Source: an optimization exercise on an open RTL-to-GDS flow (aim: small area, a short achievable clock period and few clock cycles per item). Production flows keep margins and buffers that such runs may drop. Function was checked by simulation only, so behaviour that the tests miss may differ from the original.

`flow/run.sh`:
```
#!/bin/bash
# synth_recipe.tcl (not shown) runs the flow's synth.tcl, then flattens the netlist and writes it again
# the make line also repeats each setting of config.mk as NAME=value (left out here)
make -C /OpenROAD-flow-scripts/flow DESIGN_CONFIG=/design/flow/config.mk WORK_HOME=/design/flow/orfs CLKGATE_MAP_FILE= SYNTH_SCRIPT=/design/flow/synth_recipe.tcl finish
```
`flow/design.v`:
```
`default_nettype none
module eigen2x2_fx #(
  parameter int WIDTH = 32,
  parameter int FRAC  = 16
) (
  input  logic             clk,
  input  logic             rst,
  input  logic             start,
  input  logic [WIDTH-1:0] a1,
  input  logic [WIDTH-1:0] a2,
  input  logic [WIDTH-1:0] a3,
  input  logic [WIDTH-1:0] a4,
  output logic             busy,
  output logic             done,
  output logic [WIDTH-1:0] v1,
  output logic [WIDTH-1:0] v2,
  output logic             complex,
  output logic             ovf
);
  localparam int MW = 2*WIDTH + 2;   
  localparam int DW = 2*WIDTH + 4;   
  localparam int RW = WIDTH + 5;     
  localparam int XW = WIDTH + 3;     
  localparam int CW = $clog2(WIDTH + 1);
  if (WIDTH < 8 || WIDTH > 32 || FRAC < 0 || FRAC >= WIDTH) begin : g_param_check
    $error("eigen2x2_fx: WIDTH must be 8..32 and FRAC in 0..WIDTH-1");
  end
  typedef enum logic [2:0] {
    S_IDLE = 3'd0,
    S_CALC = 3'd1,
    S_DISC = 3'd2,
    S_SQRT = 3'd3,
    S_FIN  = 3'd4
  } state_t;
  state_t state_q, state_d;
  logic signed [WIDTH-1:0]   a1_q, a2_q, a3_q, a4_q;
  logic signed [WIDTH:0]     sum_q, diff_q;
  logic signed [2*WIDTH-1:0] prod_q;
  logic                      cplx_q;
  logic [MW-1:0]             mag_q;
  logic [RW-1:0]             rem_q;
  logic [WIDTH:0]            root_q;
  logic [CW-1:0]             cnt_q;
  logic                      busy_q, done_q, complex_q, ovf_q;
  logic [WIDTH-1:0]          v1_q, v2_q;
  logic signed [DW-1:0] w_diff_x, w_prod_x, w_disc;
  logic [MW-1:0]        w_mag;
  logic [1:0]           w_pair;
  logic [RW-1:0]        w_rem_sh, w_root4, w_rem_n;
  logic signed [XW-1:0] w_sum_x, w_root_x, w_r1, w_r2, w_h1, w_h2;
  logic [WIDTH-1:0]     w_s1, w_s2;
  logic                 w_o1, w_o2;
  function automatic logic [WIDTH:0] sat_fn(input logic [XW-1:0] v);
    if ((&v[XW-1:WIDTH-1]) || !(|v[XW-1:WIDTH-1]))
      sat_fn = {1'b0, v[WIDTH-1:0]};
    else
      sat_fn = {1'b1, v[XW-1], {(WIDTH-1){~v[XW-1]}}};
  endfunction
  always_comb begin
    w_diff_x = DW'(diff_q);
    w_prod_x = DW'(prod_q);
    w_disc   = (w_diff_x * w_diff_x) + (w_prod_x <<< 2);
    w_mag    = MW'(w_disc[DW-1] ? -w_disc : w_disc);
    w_pair   = mag_q[MW-1 -: 2];
    w_rem_sh = (rem_q << 2) | RW'(w_pair);
    w_root4  = RW'(root_q) << 2;
    w_rem_n  = rem_q[RW-1] ? (w_rem_sh + (w_root4 | RW'(3)))
                           : (w_rem_sh - (w_root4 | RW'(1)));
    w_sum_x  = XW'(sum_q);
    w_root_x = $signed({2'b00, root_q});
    w_r1     = cplx_q ? w_sum_x  : (w_sum_x + w_root_x);
    w_r2     = cplx_q ? w_root_x : (w_sum_x - w_root_x);
    w_h1     = w_r1 >>> 1;
    w_h2     = w_r2 >>> 1;
    {w_o1, w_s1} = sat_fn(w_h1);
    {w_o2, w_s2} = sat_fn(w_h2);
  end
  always_ff @(posedge clk or posedge rst) begin
    if (rst) state_q <= S_IDLE;
    else     state_q <= state_d;
  end
  always_comb begin
    state_d = state_q;
    case (state_q)
      S_IDLE:  if (start) state_d = S_CALC;
      S_CALC:  state_d = S_DISC;
      S_DISC:  state_d = S_SQRT;
      S_SQRT:  if (cnt_q == '0) state_d = S_FIN;
      S_FIN:   state_d = S_IDLE;
      default: state_d = S_IDLE;
    endcase
  end
  always_ff @(posedge clk or posedge rst) begin
    if (rst) begin
      a1_q <= '0; a2_q <= '0; a3_q <= '0; a4_q <= '0;
      sum_q <= '0; diff_q <= '0; prod_q <= '0;
      cplx_q <= 1'b0; mag_q <= '0; rem_q <= '0; root_q <= '0; cnt_q <= '0;
      busy_q <= 1'b0; done_q <= 1'b0; complex_q <= 1'b0; ovf_q <= 1'b0;
      v1_q <= '0; v2_q <= '0;
    end else begin
      done_q <= 1'b0;
      case (state_q)
        S_IDLE: begin
          if (start) begin
            a1_q <= a1; a2_q <= a2; a3_q <= a3; a4_q <= a4;
            busy_q <= 1'b1;
          end
        end
        S_CALC: begin
          sum_q  <= a1_q + a4_q;
          diff_q <= a1_q - a4_q;
          prod_q <= a2_q * a3_q;
        end
        S_DISC: begin
          cplx_q <= w_disc[DW-1];
          mag_q  <= w_mag;
          rem_q  <= '0;
          root_q <= '0;
          cnt_q  <= CW'(WIDTH);
        end
        S_SQRT: begin
          rem_q  <= w_rem_n;
          root_q <= (root_q << 1) | {{WIDTH{1'b0}}, ~w_rem_n[RW-1]};
          mag_q  <= mag_q << 2;
          if (cnt_q != '0) cnt_q <= cnt_q - CW'(1);
        end
        S_FIN: begin
          v1_q      <= w_s1;
          v2_q      <= w_s2;
          complex_q <= cplx_q;
          ovf_q     <= w_o1 | w_o2;
          done_q    <= 1'b1;
          busy_q    <= 1'b0;
        end
        default: ;
      endcase
    end
  end
  assign busy    = busy_q;
  assign done    = done_q;
  assign v1      = v1_q;
  assign v2      = v2_q;
  assign complex = complex_q;
  assign ovf     = ovf_q;
endmodule
`default_nettype wire
```
`flow/config.mk`:
```
export PLATFORM = sky130hd
export DESIGN_NAME = eigen2x2_fx
export DESIGN_NICKNAME = eigen2x2_fx
export VERILOG_FILES = /design/flow/design.v
export SDC_FILE = /design/flow/constraint.sdc
export NUM_CORES = 4
export LEC_CHECK = 0
export CAP_MARGIN = 20
export CORE_MARGIN = 2
export CORE_UTILIZATION = 40
export SLEW_MARGIN = 20
```
`flow/constraint.sdc`:
```
create_clock -name core_clock -period 10.0 [get_ports {clk}]
set_input_delay 2.0000 -clock core_clock [delete_from_list [all_inputs] [get_ports {clk}]]
set_output_delay 2.0000 -clock core_clock [all_outputs]
set_load 0.01 [all_outputs]
```
==> run summary <==
## cell usage in the layout, fill, tap and decap left out, drive strengths merged, types with 54 or more instances in the layout
cell	instances
xnor2	272
a21o	137
buf	308
mux2	100
nand3	90
nor3	75
a21oi	353
nand2b	78
and2	428
dfrtp	470
clkdlybuf4s50	198
xor2	96
clkbuf	81
o21ai	402
o22a	63
inv	2718
nand2	1495
o21bai	54
fa	2256
ha	601
nor2	446
## registers in the layout (all words and copies together) (netlist names)
signal     count
cnt_q          6
a3_q          32
a2_q          32
v2_q          32
rem_q         36
complex_q      1
v1_q          32
prod_q        64
cplx_q         1
busy_q         1
a1_q          32
diff_q        33
root_q        33
sum_q         32
ovf_q          1
a4_q          32
state_q        3
done_q         1
mag_q         66
## worst reg2reg max path: cells and delay by family (launching register included)
kind | cells | cell delay, ps
adders and majority gates | 9 | 4060
AOI/OAI and AO/OA | 8 | 1910
and+or+nand+nor | 5 | 1720
buffers and inverters | 9 | 1050
DFF | 1 | 650
xor gates and xnor gates | 1 | 150
## per-layer routing
| layer | vias to the layer above | wire (µm) |
|---|---|---|
| met3 | 509 | 22270 |
| li1 | 33860 | - |
| met4 | 22 | 12040 |
| met1 | 39660 | 136000 |
| met2 | 2440 | 144700 |
| met5 | - | 147 |
## worst min path at each step
stage | startpoint | to | slack [ps] | cells after the start
2_1_floorplan | mag_q[51]$_DFFE_PP0N_ | mag_q[51]$_DFFE_PP0N_ | 440 | 2
3_3_place_gp | mag_q[52]$_DFFE_PP0N_ | mag_q[52]$_DFFE_PP0N_ | 460 | 2
3_5_place_dp | mag_q[0]$_DFFE_PP0N_ | mag_q[0]$_DFFE_PP0N_ | 470 | 2
4_1_cts | mag_q[0]$_DFFE_PP0N_ | mag_q[0]$_DFFE_PP0N_ | 480 | 2
5_1_grt | mag_q[60]$_DFFE_PP0N_ | mag_q[60]$_DFFE_PP0N_ | 490 | 2
6_report | mag_q[52]$_DFFE_PP0N_ | mag_q[52]$_DFFE_PP0N_ | 480 | 2
## cell families after synthesis
kind of cell    after synthesis  synth area share
xor+xnor                    368           0.03130
buf+inv                    3228            0.1183
simple gates               2841            0.1257
compound gates             1336           0.08279
fa+ha+maj                  2857            0.5116
flops                       470            0.1142
mux                         153           0.01609
## per-stage QoR
step	instance area, µm²	hold slack, ps
floorplan	103000	441.8
global placement	109800	456.8
detailed placement	109800	467.2
CTS	112000	482.0
global route	112000	494.1
finish	112000	476.3
## what timing repair did
item / in CTS / in global routing
hold endpoints to repair: 0 / 0
gates resized for setup: 0 / 14
endpoints found under the setup margin: 0 / 40
## cell type report
class,count,share of cell area
Inverter,2717,0.09109
Multi-Input combinational cell,7555,0.7065
Timing Repair Buffer,506,0.04037
Antenna cell,2,0.00004468
Tap cell,3384,0.03780
Clock inverter,33,0.003653
Clock buffer,81,0.01537
Sequential cell,470,0.1052
==> run summary <==
status complete, no violations; global route hottest layer met2; Worst Skew 57.91 ps; Post-synth EDFFs 0; Starting Density 0.4015; Synth area leader fa_1; synth unique cells approximately 110; layout cells sized above 1 0.05439; CP startpoint diff_q[1]$_DFFE_PP0P_; RSZ-0062 raised after global routing no; Critical Path Sink Type flop; worst slew pin tran 1111 ps; routing usage on met2 0.3981; chip width 511.4 µm; Synth Flop Type dfrtp_1; Final GP Congestion about 0.95; Syn Nets 14,240; fmax roughly 100 MHz; FFs w/ async S/R, synth 1.000; DP HPWL 265,400 µm; Reg area 11,780 µm²; Max-slew headroom 0.2594; synth cell count leaders inv_1, fa_1, nand2_1; Critical Path Max Stage Delay 650 ps; slowest cell on the critical path dfrtp_1; reg2reg path depth 32; Syn Inst Count 11,250; H-Tree Depth 2; flop-to-flop setup slack between 300 and 400 ps; total track usage 0.2460; r2r startpoint diff_q[1]$_DFFE_PP0P_; port bufs just under 200; number of top-level pins between 150 and 200; met1 Use GR 0.3379; top-count cell post-synth inv_1; min cycle time layout 9640 ps; DRT Pass-1 Iters 7; area of the multi-input gates 79,120 µm²; CTS tree done; WL/cell 21.36 µm; Setup crit end mag_q[64]$_DFFE_PP0N_; die area 261,500 µm²; period utilisation layout 0.9640; setup bufs post-CTS 0; CP Buf/Inv Count 9; Placed Cells around 15,000; pre-CTS WS 335.4 ps; CP most frequent cell fa_1; DR vias 76,490; top cell type's share of synthesized area 0.4386; Synth Area per Inst roughly 9.2 µm²; Arr. time, crit path 10,210 ps; largest net degree at the start of global routing 153; Setup crit start kind flop; R2R Path End mag_q[64]$_DFFE_PP0N_; CP required 10,570 ps; HP Class reg2reg; nets ~14,000; Crit path max-delay family adder cells; Ys Warns 1; vias in the first global route approximately 84,000; area grow syn2layout 8.764%; final hold vios 0; number of setup violations in the final report 0; final wirelength between 300,000 and 400,000 µm; CP Depth 32; final non-filler cell total 14,750; Hold-fix buffers, CTS 0; CTS sink cnt 470; GR Util met3 0.03788; setup ws final 359.8 ps; Clock Path Buffers 3; gr ovfl total 0; Final Max Slew Viols 0; largest cells by area after synthesis fa_1, dfrtp_1, inv_1, ha_1, nand2_1; Placeable Area 256,500 µm²; initial antenna violation count 19; fillcell total 24,990; maxcap violations 0; first-pass GRT wire length about 500,000 µm; drt drc 0; sequential fraction of the synthesis area 0.1142; vias per cell 5.187; Crit Path Category reg2reg; Worst-path clk slew 60 ps; clk latency of the worst-skew pair around 730 ps; Root Buffer clkbuf_16; Final ANT Viol Nets 0; DR iter-0 viols 5,188; critical path fanouts, max 12; end-of-flow core utilization 0.4367; #FFs+latches synth 470; row count 186; setup_tns 0 ps; Mapped Area a little over 100,000 µm²; Chip Height 511.4 µm; CTS buffer count 61
Testbench counts, summed over its fixed seeds: cycles 118,400, items 3,200.

what the ideal ports hide:
In the flow no input, the clock included, has a driving cell. The finished layout below was timed again as built, in two steps. Step 1 sets driving cells, clkbuf_16 on the clock port and buf_2 on the other inputs (assumed; they add their load-dependent delay and slew). Step 2 adds t to the input delays and takes it off the output delays; t is the mean of the earliest and latest rising clock arrival at the registers after step 1. Input paths then give back, and output paths get back, about the clock's delay inside the block. Slacks: ideal / step 1 / step 2; pairs: ideal / step 1.
t (ns): 0.772
setup WS [ns]: 0.360 / 0.360 / 0.360
worst hold slack (ns): 0.476 / 0.476 / 0.476
worst setup path after step 2: register to register
pins driven straight from the clock port: 1
After both steps this run still meets setup and hold. The setup slack of this run moves by 0.000 ns with the drivers and by 0.000 ns with both steps.
